This design comes from an exercise in tuning for small area and a short achievable clock period on the open sky130 flow, not from production work. Only simulation tests tie the RTL to the original design; equivalence was not proved. Power is estimated from default activity; no workload was simulated.

## job 5162
==> flow/design.v (excerpt) <==
module multicycle_datapath (
   input  logic        clk,
   input  logic        rst,
   input  logic        IorD,
   input  logic        ALUSrcA,
   input  logic [1:0]  ALUSrcB,
   input  logic [1:0]  PCSrc,
   input  logic        IRWrite,
   input  logic        PCWrite,
   input  logic        MemWrite,
   input  logic        RegDst,
   input  logic        MemtoReg,
   input  logic        RegWrite,
   input  logic        Branch,
   input  logic [1:0]  ALUOp,
   input  logic [31:0] RD,
   output logic [5:0]  OP,
   output logic [5:0]  Funct,
   output logic [31:0] ADR,
   output logic [31:0] WD,
   output logic        WE,
   output logic [31:0] outputPC,
   output logic        PCEn,
   output logic        Zero
);
Size in the first run: about 4000 cells after synthesis, about 1200 flip-flops, ~160 I/O pins, ~0.053 sq mm of cells after synthesis.
clock: 7.5 ns
lec_check: 0
cap_margin: 20
core_margin: 2
core_utilization: 50
cts_cluster_diameter: 80
cts_cluster_size: 25
place_density: 0.65
setup_slack_margin: 2.0
slew_margin: 20
run.sh (not shown) runs the stock make flow with config.mk's settings and CLKGATE_MAP_FILE= SYNTH_SCRIPT=/design/flow/synth_recipe.tcl, a recipe that flattens the netlist after the stock synthesis.
Job 5162 went all the way through synthesis, placement and routing and the layout is clean on timing, DRC and antenna.
--- input diff job 5162..job 2944 ---
- a change of CORE_UTILIZATION from 50 to 40
- a deleted PLACE_DENSITY that had been 0.65
- a change of SETUP_SLACK_MARGIN from 2.0 to 2.6
Results
Job 2944 against job 5162: data arrival at the endpoint of the critical path increased 0.11 ns, wire length increased about 0.54%, post-synthesis xor/xnor area fraction essentially unchanged, relative max-transition margin increased 2.2 points.
Number of cells traversed by the worst register-to-register path (higher): job 2944
Between job 2944 and job 5162, it is job 2944 whose power in the clock group is lower, by about 2%.
Routing usage on met1 (higher): job 5162
Relative to job 5162, the die area measured on job 2944 has increased by more than 10%.
Per the comparison of job 2944 with job 5162, minimum setup slack after placement climbed 0.035 ns; worst path buffer plus inverter count climbed 3; total design power dropped 100 uW.
> inputs changed (job 2944 -> job 7917)
- swapping 2.6 for 2.2 in SETUP_SLACK_MARGIN
- putting PLACE_DENSITY at 0.5 where nothing was set
- swapping 40 for 30 in CORE_UTILIZATION
Results
- Against job 2944, count of fill cells added during filler insertion in job 7917 rose by more than a quarter.
- Lower sequential share of layout area among job 2944 and job 7917: job 7917
- Between job 2944 and job 7917, the total power per unit cell area is higher for job 7917.
- The final reports for job 7917 and job 2944 show share of the cycle needed by the critical path after routing higher in the former.
- Changes observed in job 7917 relative to job 2944: horizontal die dimension went up, relative contribution of the clock network to total power went up, full die area went up, post-synthesis compound-gate area fraction did not really move.
- Note that the average vias per placed instance recorded for job 7917 amounts to 0.913 times the value seen in job 2944.
> inputs changed (job 7917 -> job 1056)
- changing PLACE_DENSITY from 0.5 to 0.62
- changing SETUP_SLACK_MARGIN from 2.2 to 2.0
- changing CORE_UTILIZATION from 30 to 45
Results
Against job 7917, job 1056 comes in 1 higher on count of buffering cells on the critical path with inverters included.
Area share of fa/ha/maj cells after synthesis essentially unchanged between job 7917 and job 1056.
Setup slack: job 1056 vs job 7917 up 0.19 ns


Setup of rev 12:
The RTL this note starts from:
==> flow/design.v <==
module multicycle_datapath (
   input  logic        clk,
   input  logic        rst,
   input  logic        IorD,
   input  logic        ALUSrcA,
   input  logic [1:0]  ALUSrcB,
   input  logic [1:0]  PCSrc,
   input  logic        IRWrite,
   input  logic        PCWrite,
   input  logic        MemWrite,
   input  logic        RegDst,
   input  logic        MemtoReg,
   input  logic        RegWrite,
   input  logic        Branch,
   input  logic [1:0]  ALUOp,
   input  logic [31:0] RD,
   output logic [5:0]  OP,
   output logic [5:0]  Funct,
   output logic [31:0] ADR,
   output logic [31:0] WD,
   output logic        WE,
   output logic [31:0] outputPC,
   output logic        PCEn,
   output logic        Zero
);
   logic [31:0] pc_q, instr_q, data_q, a_q, b_q, alu_out_q;
   logic [31:1][31:0] rf_q;
   logic [4:0]  rs, rt, a3;
   logic [31:0] wbus;
   logic [31:1] we, hold, sel_a, sel_b;
   assign rs   = instr_q[25:21];
   assign rt   = instr_q[20:16];
   assign a3   = RegDst ? instr_q[15:11] : instr_q[20:16];
   assign wbus = {32{rst}} & (MemtoReg ? data_q : alu_out_q);
   always_comb begin
      for (int r = 1; r < 32; r++) begin
         we[r]    = (RegWrite && a3 == r[4:0]) || !rst;
         hold[r]  = rst && !(RegWrite && a3 == r[4:0]);
         sel_a[r] = rst && rs == r[4:0];
         sel_b[r] = rst && rt == r[4:0];
      end
   end
   always_ff @(posedge clk) begin
      for (int r = 1; r < 32; r++)
         rf_q[r] <= ({32{we[r]}} & wbus) | ({32{hold[r]}} & rf_q[r]);
   end
   logic [31:0] a_d, b_d;
   always_comb begin
      a_d = '0;
      b_d = '0;
      for (int r = 1; r < 32; r++) begin
         a_d = a_d | ({32{sel_a[r]}} & rf_q[r]);
         b_d = b_d | ({32{sel_b[r]}} & rf_q[r]);
      end
   end
   logic [31:0] sign_imm, src_a, src_b, sum, alu_result, pc_next;
   logic        op_add, op_sub, op_and, op_or, op_slt;
   logic        f_sub, f_and, f_or, f_slt;
   assign sign_imm = {{16{instr_q[15]}}, instr_q[15:0]};
   assign src_a    = ALUSrcA ? a_q : pc_q;
   always_comb begin
      case (ALUSrcB)
         2'b00:   src_b = b_q;
         2'b01:   src_b = 32'd4;
         2'b10:   src_b = sign_imm;
         default: src_b = {sign_imm[29:0], 2'b00};
      endcase
   end
   assign f_sub = instr_q[5:0] == 6'b100010;
   assign f_and = instr_q[5:0] == 6'b100100;
   assign f_or  = instr_q[5:0] == 6'b100101;
   assign f_slt = instr_q[5:0] == 6'b101010;
   assign op_sub = (ALUOp == 2'b01) || (ALUOp == 2'b10 && f_sub);
   assign op_and = (ALUOp == 2'b10 && f_and);
   assign op_or  = (ALUOp == 2'b11) || (ALUOp == 2'b10 && f_or);
   assign op_slt = (ALUOp == 2'b10 && f_slt);
   assign op_add = !(op_sub || op_and || op_or || op_slt);
   logic [31:0] x, o, n;
   logic        lt;
   assign x   = src_a ^ src_b;
   assign o   = src_a | src_b;
   assign n   = src_a & src_b;
   assign sum = src_a + (src_b ^ {32{op_sub}}) + {31'd0, op_sub};
   assign lt  = (src_a[31] ^ src_b[31]) ? src_a[31] : (src_a[30:0] < src_b[30:0]);
   always_comb begin
      alu_result = sum;
      if (op_and) alu_result = n;
      if (op_or)  alu_result = o;
      if (op_slt) alu_result = {31'd0, lt};
   end
   logic [31:0] e;
   logic        zero, pc_en;
   assign e    = ~(({32{op_add}} & (x ^ {o[30:0], 1'b0})) |
                   ({32{op_sub}} & x) |
                   ({32{op_or}}  & o) |
                   ({32{op_and}} & n));
   assign zero = (&e) & ~(op_slt & lt);
   assign pc_en   = PCWrite | (Branch & zero);
   assign pc_next = (PCSrc == 2'b01) ? alu_out_q : alu_result;
   always_ff @(posedge clk) begin
      if (!rst) begin
         pc_q      <= '0;
         instr_q   <= '0;
         data_q    <= '0;
         a_q       <= '0;
         b_q       <= '0;
         alu_out_q <= '0;
      end else begin
         if (pc_en)   pc_q    <= pc_next;
         if (IRWrite) instr_q <= RD;
         data_q    <= RD;
         a_q       <= a_d;
         b_q       <= b_d;
         alu_out_q <= alu_result;
      end
   end
   assign OP       = instr_q[31:26];
   assign Funct    = instr_q[5:0];
   assign ADR      = IorD ? alu_out_q : pc_q;
   assign WD       = b_q;
   assign WE       = MemWrite;
   assign outputPC = pc_q;
   assign PCEn     = pc_en;
   assign Zero     = zero;
endmodule
make LEC_CHECK=0 CAP_MARGIN=20 CORE_MARGIN=2 CORE_UTILIZATION=40 CTS_CLUSTER_DIAMETER=80 CTS_CLUSTER_SIZE=25 SETUP_SLACK_MARGIN=1.5 SLEW_MARGIN=20 finish   # period 7.5 ns
For rev 13, these inputs were changed with respect to rev 12:
# rev 12
export LEC_CHECK = 0
export CAP_MARGIN = 20
export CORE_MARGIN = 2
export CORE_UTILIZATION = 40
export CTS_CLUSTER_DIAMETER = 80
export CTS_CLUSTER_SIZE = 25
export SETUP_SLACK_MARGIN = 1.5
export SLEW_MARGIN = 20
create_clock -name core_clock -period 7.5 [get_ports {clk}]
# rev 13
export LEC_CHECK = 0
export CAP_MARGIN = 20
export CORE_MARGIN = 2
export CORE_UTILIZATION = 40
export CTS_CLUSTER_DIAMETER = 80
export CTS_CLUSTER_SIZE = 25
export SETUP_SLACK_MARGIN = 2.0
export SLEW_MARGIN = 20
create_clock -name core_clock -period 7.5 [get_ports {clk}]
[summary]
Rev 13 and rev 12 ended up with nearly the same internal power summed over all cells. Utilization: rev 13 vs rev 12 up 0.19 points. Async set-or-reset flop fraction in the synthesized netlist delta (rev 13 -> rev 12): insignificant. Comparing fraction of standard cell area that is sequential for rev 13 and rev 12, the bigger number came from rev 12. Between rev 12 and rev 13, the flow reports routed length on met2 decreasing slightly. Compared with rev 12, combinational power in rev 13 increased by a few percent. Sort rev 13 and rev 12 by met2 track demand over resource in global routing, descending, and rev 12 comes first. Rev 13 has more setup slack than rev 12. [rev 13] clock skew fell 0.012 ns relative to rev 12. Comparing rev 13 and rev 12, the higher post-cts resize count was measured on rev 13. Rev 13 gives less time the final worst path needs with I/O delays and setup than rev 12 did.

## re-timing with driven ports
Ports are ideal in the flow. The routed layouts listed here were re-timed in OpenROAD.
Step 1 (the two cells are an assumption about what drives the block):
set clk [get_ports {clk}]
set_driving_cell -lib_cell sky130_fd_sc_hd__clkbuf_16 $clk
set_driving_cell -lib_cell sky130_fd_sc_hd__buf_2 [delete_from_list [all_inputs] $clk]
Step 2 moves the port delays by t, midway between the first and last clock arrival at a register: inputs arrive t later, outputs are due t later. That takes back most of the time a late clock gives input paths.
Slacks: no drivers / after step 1 / after step 2; pairs: no drivers / after step 1.
| run | shift t [ns] | setup slack, ns | hold slack, ns | clock arrival spread, ns |
|---|---|---|---|---|
| job 5162 | 0.807 | 1.672 / 1.534 / 1.200 | 0.508 / 0.508 / 0.508 | 0.049 / 0.049 |
| job 2944 | 0.825 | 1.556 / 1.484 / 1.484 | 0.497 / 0.497 / 0.497 | 0.061 / 0.060 |
| job 7917 | 0.797 | 1.478 / 1.351 / 1.351 | 0.496 / 0.496 / 0.496 | 0.053 / 0.053 |
| job 1056 | 0.815 | 1.666 / 1.566 / 1.259 | 0.507 / 0.507 / 0.507 | 0.036 / 0.036 |
| rev 12 | 0.825 | 1.513 / 1.390 / 0.942 | 0.503 / 0.503 / 0.503 | 0.055 / 0.055 |
| rev 13 | 0.803 | 1.670 / 1.554 / 1.391 | 0.498 / 0.498 / 0.498 | 0.046 / 0.046 |
After both steps every run listed still meets setup and hold. The setup slack of rev 12, which loses most, moves by -0.123 ns with the drivers and by -0.571 ns with both steps.
